Source: an optimization exercise on an open RTL-to-GDS flow (aim: small area). Production flows keep margins and buffers that such runs may drop. In this exercise RTL edits were held to simulation tests only and were not proved equivalent to the original. Power is estimated from default activity; no workload was simulated.

==> job 2199 <==
==> flow/design.v (excerpt) <==
module alu_operand_stage
(
  input  logic              clk,
  input  logic              rst,
  input  logic              in_valid,
  output logic              in_ready,
  input  logic [2:0]        in_sel,
  input  logic [REG_AW-1:0] in_rs,
  input  logic [REG_AW-1:0] in_rt,
  input  logic [REG_AW-1:0] in_rd,
  output logic              out_valid,
  input  logic              out_ready,
  output logic [DATA_W-1:0] out_a,
  output logic [DATA_W-1:0] out_b,
  output logic [2:0]        out_sel,
  output logic [REG_AW-1:0] out_rd,
  input  logic              wb_en,
  input  logic [REG_AW-1:0] wb_addr,
  input  logic [DATA_W-1:0] wb_data,
  output logic [15:0]       stall_cnt
);
==> module alu_rdor, before the edit <==
module alu_rdor
(
  input  logic [10:0] yn,
  input  logic        hold,
  input  logic        q,
  output logic        y
);
  assign y = ~&yn | (hold & q);
endmodule
==> module alu_operand_stage, before the edit <==
module alu_operand_stage
(
  input  logic              clk,
  input  logic              rst,
  input  logic              in_valid,
  output logic              in_ready,
  input  logic [2:0]        in_sel,
  input  logic [REG_AW-1:0] in_rs,
  input  logic [REG_AW-1:0] in_rt,
  input  logic [REG_AW-1:0] in_rd,
  output logic              out_valid,
  input  logic              out_ready,
  output logic [DATA_W-1:0] out_a,
  output logic [DATA_W-1:0] out_b,
  output logic [2:0]        out_sel,
  output logic [REG_AW-1:0] out_rd,
  input  logic              wb_en,
  input  logic [REG_AW-1:0] wb_addr,
  input  logic [DATA_W-1:0] wb_data,
  output logic [15:0]       stall_cnt
);
  localparam int OUT_W = 3 + REG_AW;
  logic [NUM_REGS-1:1][DATA_W-1:0] mem, mem_d;
  logic [NUM_REGS-1:1] valid, pending;
  logic [NUM_REGS-1:1] wsel, nwsel, sel_a, sel_b, dec_rs, dec_rt, dec_rd, dec_wb;
  logic [DATA_W-1:0]   a_d, b_d;
  logic [OUT_W-1:0]    out_q, out_d, out_n;
  logic                hazard, slot_free, accept, nacc;
  always_comb begin
    for (int i = 1; i < NUM_REGS; i++) begin
      dec_rs[i] = (in_rs   == REG_AW'(i));
      dec_rt[i] = (in_rt   == REG_AW'(i));
      dec_rd[i] = (in_rd   == REG_AW'(i));
      dec_wb[i] = (wb_addr == REG_AW'(i));
    end
  end
  assign wsel  = dec_wb & {(NUM_REGS-1){wb_en}};
  assign nwsel = ~wsel;
  for (genvar i = 1; i < NUM_REGS; i++) begin : g_reg
    for (genvar j = 0; j < DATA_W; j++) begin : g_bit
      alu_hold u_hold (.w(wsel[i]), .nw(nwsel[i]), .d(wb_data[j]), .q(mem[i][j]),
                       .y(mem_d[i][j]));
    end
  end
  always_ff @(posedge clk) mem <= mem_d;
  always_ff @(posedge clk) begin
    if (rst) valid <= '0;
    else     valid <= valid | wsel;
  end
  assign sel_a = dec_rs & valid & {(NUM_REGS-1){accept}};
  assign sel_b = dec_rt & valid & {(NUM_REGS-1){accept}};
  for (genvar j = 0; j < DATA_W; j++) begin : g_rd
    logic [10:0] pa, pb;
    for (genvar k = 0; k < 10; k++) begin : g_grp
      alu_rd3 u_a (.s(sel_a[3*k+3:3*k+1]),
                   .d({mem[3*k+3][j], mem[3*k+2][j], mem[3*k+1][j]}), .y(pa[k]));
      alu_rd3 u_b (.s(sel_b[3*k+3:3*k+1]),
                   .d({mem[3*k+3][j], mem[3*k+2][j], mem[3*k+1][j]}), .y(pb[k]));
    end
    alu_rd1  u_a31 (.s(sel_a[31]), .d(mem[31][j]), .y(pa[10]));
    alu_rd1  u_b31 (.s(sel_b[31]), .d(mem[31][j]), .y(pb[10]));
    alu_rdor u_ora (.yn(pa), .hold(nacc), .q(out_a[j]), .y(a_d[j]));
    alu_rdor u_orb (.yn(pb), .hold(nacc), .q(out_b[j]), .y(b_d[j]));
  end
  assign hazard    = |(dec_rs & pending) | |(dec_rt & pending) |
                     (|(dec_rd & pending) & ~(wb_en && wb_addr == in_rd));
  assign slot_free = ~out_valid | out_ready;
  assign in_ready  = slot_free & ~hazard & ~rst;
  assign accept    = in_valid & in_ready;
  assign nacc      = ~accept;
  always_ff @(posedge clk) begin
    if (rst) begin
      out_valid <= 1'b0;
      pending   <= '0;
      stall_cnt <= '0;
    end else begin
      out_valid <= accept | (out_valid & ~out_ready);
      pending <= (pending & ~wsel) | (dec_rd & {(NUM_REGS-1){accept}});
      if (in_valid && slot_free && hazard && stall_cnt != 16'hFFFF)
        stall_cnt <= stall_cnt + 16'd1;
    end
  end
  always_ff @(posedge clk) begin
    out_a <= a_d;
    out_b <= b_d;
  end
  assign out_n = {in_sel, in_rd};
  for (genvar j = 0; j < OUT_W; j++) begin : g_out
    alu_hold u_hold (.w(accept), .nw(nacc), .d(out_n[j]), .q(out_q[j]), .y(out_d[j]));
  end
  always_ff @(posedge clk) out_q <= out_d;
  assign {out_sel, out_rd} = out_q;
endmodule
clock: 5.5 ns
lec_check: 0
cap_margin: 20
core_margin: 2
core_utilization: 40
slew_margin: 20
synth_hierarchical: 1
synth_minimum_keep_size: 0
standard.sh (not shown) runs the stock make flow with config.mk's settings and CLKGATE_MAP_FILE= SYNTH_SCRIPT=/design/flow/synth_recipe.tcl, a recipe that flattens the netlist after the stock synthesis.
==> flow/flow/run.sh <==
#!/bin/bash
set -e
export CTS_ARGS="-sink_clustering_enable -repair_clock_nets -dont_use_dummy_load -buf_list {sky130_fd_sc_hd__clkbuf_8}"
export BUFFER_PORTS_ARGS="-inputs -outputs -buffer_cell sky130_fd_sc_hd__buf_2"
bash standard.sh > standard.log 2>&1
==> job 4999 (differences from job 2199) <==
--- a/flow/design.v
+++ b/flow/design.v
@@ -47,11 +47,9 @@
 module alu_rdor
 (
   input  logic [10:0] yn,
-  input  logic        hold,
-  input  logic        q,
   output logic        y
 );
-  assign y = ~&yn | (hold & q);
+  assign y = ~&yn;
 endmodule
 import alu_pkg::*;
 module alu_operand_stage
@@ -75,11 +73,11 @@
   input  logic [DATA_W-1:0] wb_data,
   output logic [15:0]       stall_cnt
 );
-  localparam int OUT_W = 3 + REG_AW;
+  localparam int OUT_W = 2 * DATA_W + 3 + REG_AW;
   logic [NUM_REGS-1:1][DATA_W-1:0] mem, mem_d;
   logic [NUM_REGS-1:1] valid, pending;
   logic [NUM_REGS-1:1] wsel, nwsel, sel_a, sel_b, dec_rs, dec_rt, dec_rd, dec_wb;
-  logic [DATA_W-1:0]   a_d, b_d;
+  logic [DATA_W-1:0]   rd_a, rd_b;
   logic [OUT_W-1:0]    out_q, out_d, out_n;
   logic                hazard, slot_free, accept, nacc;
   always_comb begin
@@ -103,8 +101,8 @@
     if (rst) valid <= '0;
     else     valid <= valid | wsel;
   end
-  assign sel_a = dec_rs & valid & {(NUM_REGS-1){accept}};
-  assign sel_b = dec_rt & valid & {(NUM_REGS-1){accept}};
+  assign sel_a = dec_rs & valid;
+  assign sel_b = dec_rt & valid;
   for (genvar j = 0; j < DATA_W; j++) begin : g_rd
     logic [10:0] pa, pb;
     for (genvar k = 0; k < 10; k++) begin : g_grp
@@ -115,11 +113,13 @@
     end
     alu_rd1  u_a31 (.s(sel_a[31]), .d(mem[31][j]), .y(pa[10]));
     alu_rd1  u_b31 (.s(sel_b[31]), .d(mem[31][j]), .y(pb[10]));
-    alu_rdor u_ora (.yn(pa), .hold(nacc), .q(out_a[j]), .y(a_d[j]));
-    alu_rdor u_orb (.yn(pb), .hold(nacc), .q(out_b[j]), .y(b_d[j]));
+    alu_rdor u_ora (.yn(pa), .y(rd_a[j]));
+    alu_rdor u_orb (.yn(pb), .y(rd_b[j]));
   end
-  assign hazard    = |(dec_rs & pending) | |(dec_rt & pending) |
-                     (|(dec_rd & pending) & ~(wb_en && wb_addr == in_rd));
+  logic [NUM_REGS-1:0] pend_all;
+  assign pend_all  = {pending, 1'b0};
+  assign hazard    = pend_all[in_rs] | pend_all[in_rt] |
+                     (pend_all[in_rd] & ~(wb_en && wb_addr == in_rd));
   assign slot_free = ~out_valid | out_ready;
   assign in_ready  = slot_free & ~hazard & ~rst;
   assign accept    = in_valid & in_ready;
@@ -136,14 +136,10 @@
         stall_cnt <= stall_cnt + 16'd1;
     end
   end
-  always_ff @(posedge clk) begin
-    out_a <= a_d;
-    out_b <= b_d;
-  end
-  assign out_n = {in_sel, in_rd};
+  assign out_n = {rd_a, rd_b, in_sel, in_rd};
   for (genvar j = 0; j < OUT_W; j++) begin : g_out
     alu_hold u_hold (.w(accept), .nw(nacc), .d(out_n[j]), .q(out_q[j]), .y(out_d[j]));
   end
   always_ff @(posedge clk) out_q <= out_d;
-  assign {out_sel, out_rd} = out_q;
+  assign {out_a, out_b, out_sel, out_rd} = out_q;
 endmodule
==> flow/flow/run.sh (replaced) <==
#!/bin/bash
set -e
export CTS_ARGS="-sink_clustering_enable -repair_clock_nets -dont_use_dummy_load -sink_clustering_size 12 -sink_clustering_max_diameter 120 -buf_list {sky130_fd_sc_hd__clkbuf_8}"
export BUFFER_PORTS_ARGS="-inputs -outputs -buffer_cell sky130_fd_sc_hd__buf_2"
bash standard.sh > standard.log 2>&1
CORE_UTILIZATION = 55   (was 40)
PLACE_DENSITY = 0.7   (was not set)
==> notes.md <==
In job 2199 the total power is larger than in job 4999, by 10%.
Sequential power is about the same in job 2199 and job 4999.
Global-route usage: job 4999 is higher than job 2199 (8.8 points).
Wire length: job 2199 is larger than job 4999 (about 11%).
Between job 2199 and job 4999, the lower cell area is in job 4999 (gap 7.6%, measured against job 4999).
==> figures <==
|  | job 4999 | job 2199 |
|---|---|---|
| Result of the run | complete, no violations | complete, no violations |
| Combinational Power | 0.00166 W | 0.00169 W |
| Die boundary width | 285 µm | 335 µm |
| GR Layer Usage met3 | 17.1% | 15.3% |
| Layout Skew | 0.0432 ns | 0.0796 ns |
| Via count normalized by instance count | 8.46 | 7.80 |
| Non-Clock Buffer Count | 234 | 405 |
| Internal power of the cells | 0.0124 W | 0.0137 W |
| Power density relative to cell area | 357 nW/µm² | 365 nW/µm² |
| Synthesized Nets | 3,738 | 3,787 |
| Syn avg cell area | 11.8 µm² | 11.7 µm² |

-- separate check: timing with driven ports --
In the flow no input, the clock included, has a driving cell. The finished layouts below were timed again as built, in two steps. Step 1: set_driving_cell puts a clkbuf_16 on clk and a buf_2 on each other input, an assumption about the parent block. Step 2 adds t to the input delays and takes it off the output delays; t is the mean of the earliest and latest rising clock arrival at the registers after step 1. Input paths then give back, and output paths get back, about the clock's delay inside the block. Three values: ideal ports, drivers, drivers and shift; two values: the first two.
run | t, ns | slack for setup (ns) | hold WS [ns] | worst setup path at the end
job 2199 | 0.927 | 0.517 / 0.564 / -0.363 | 0.463 / 0.423 / 0.463 | input to register
job 4999 | 0.823 | 1.123 / 1.099 / 1.010 | 0.468 / 0.468 / 0.468 | input to register
Met with ideal ports but missed after step 2: setup timing in job 2199. The setup slack of job 2199, which loses most, moves by +0.047 ns with the drivers and by -0.880 ns with both steps.
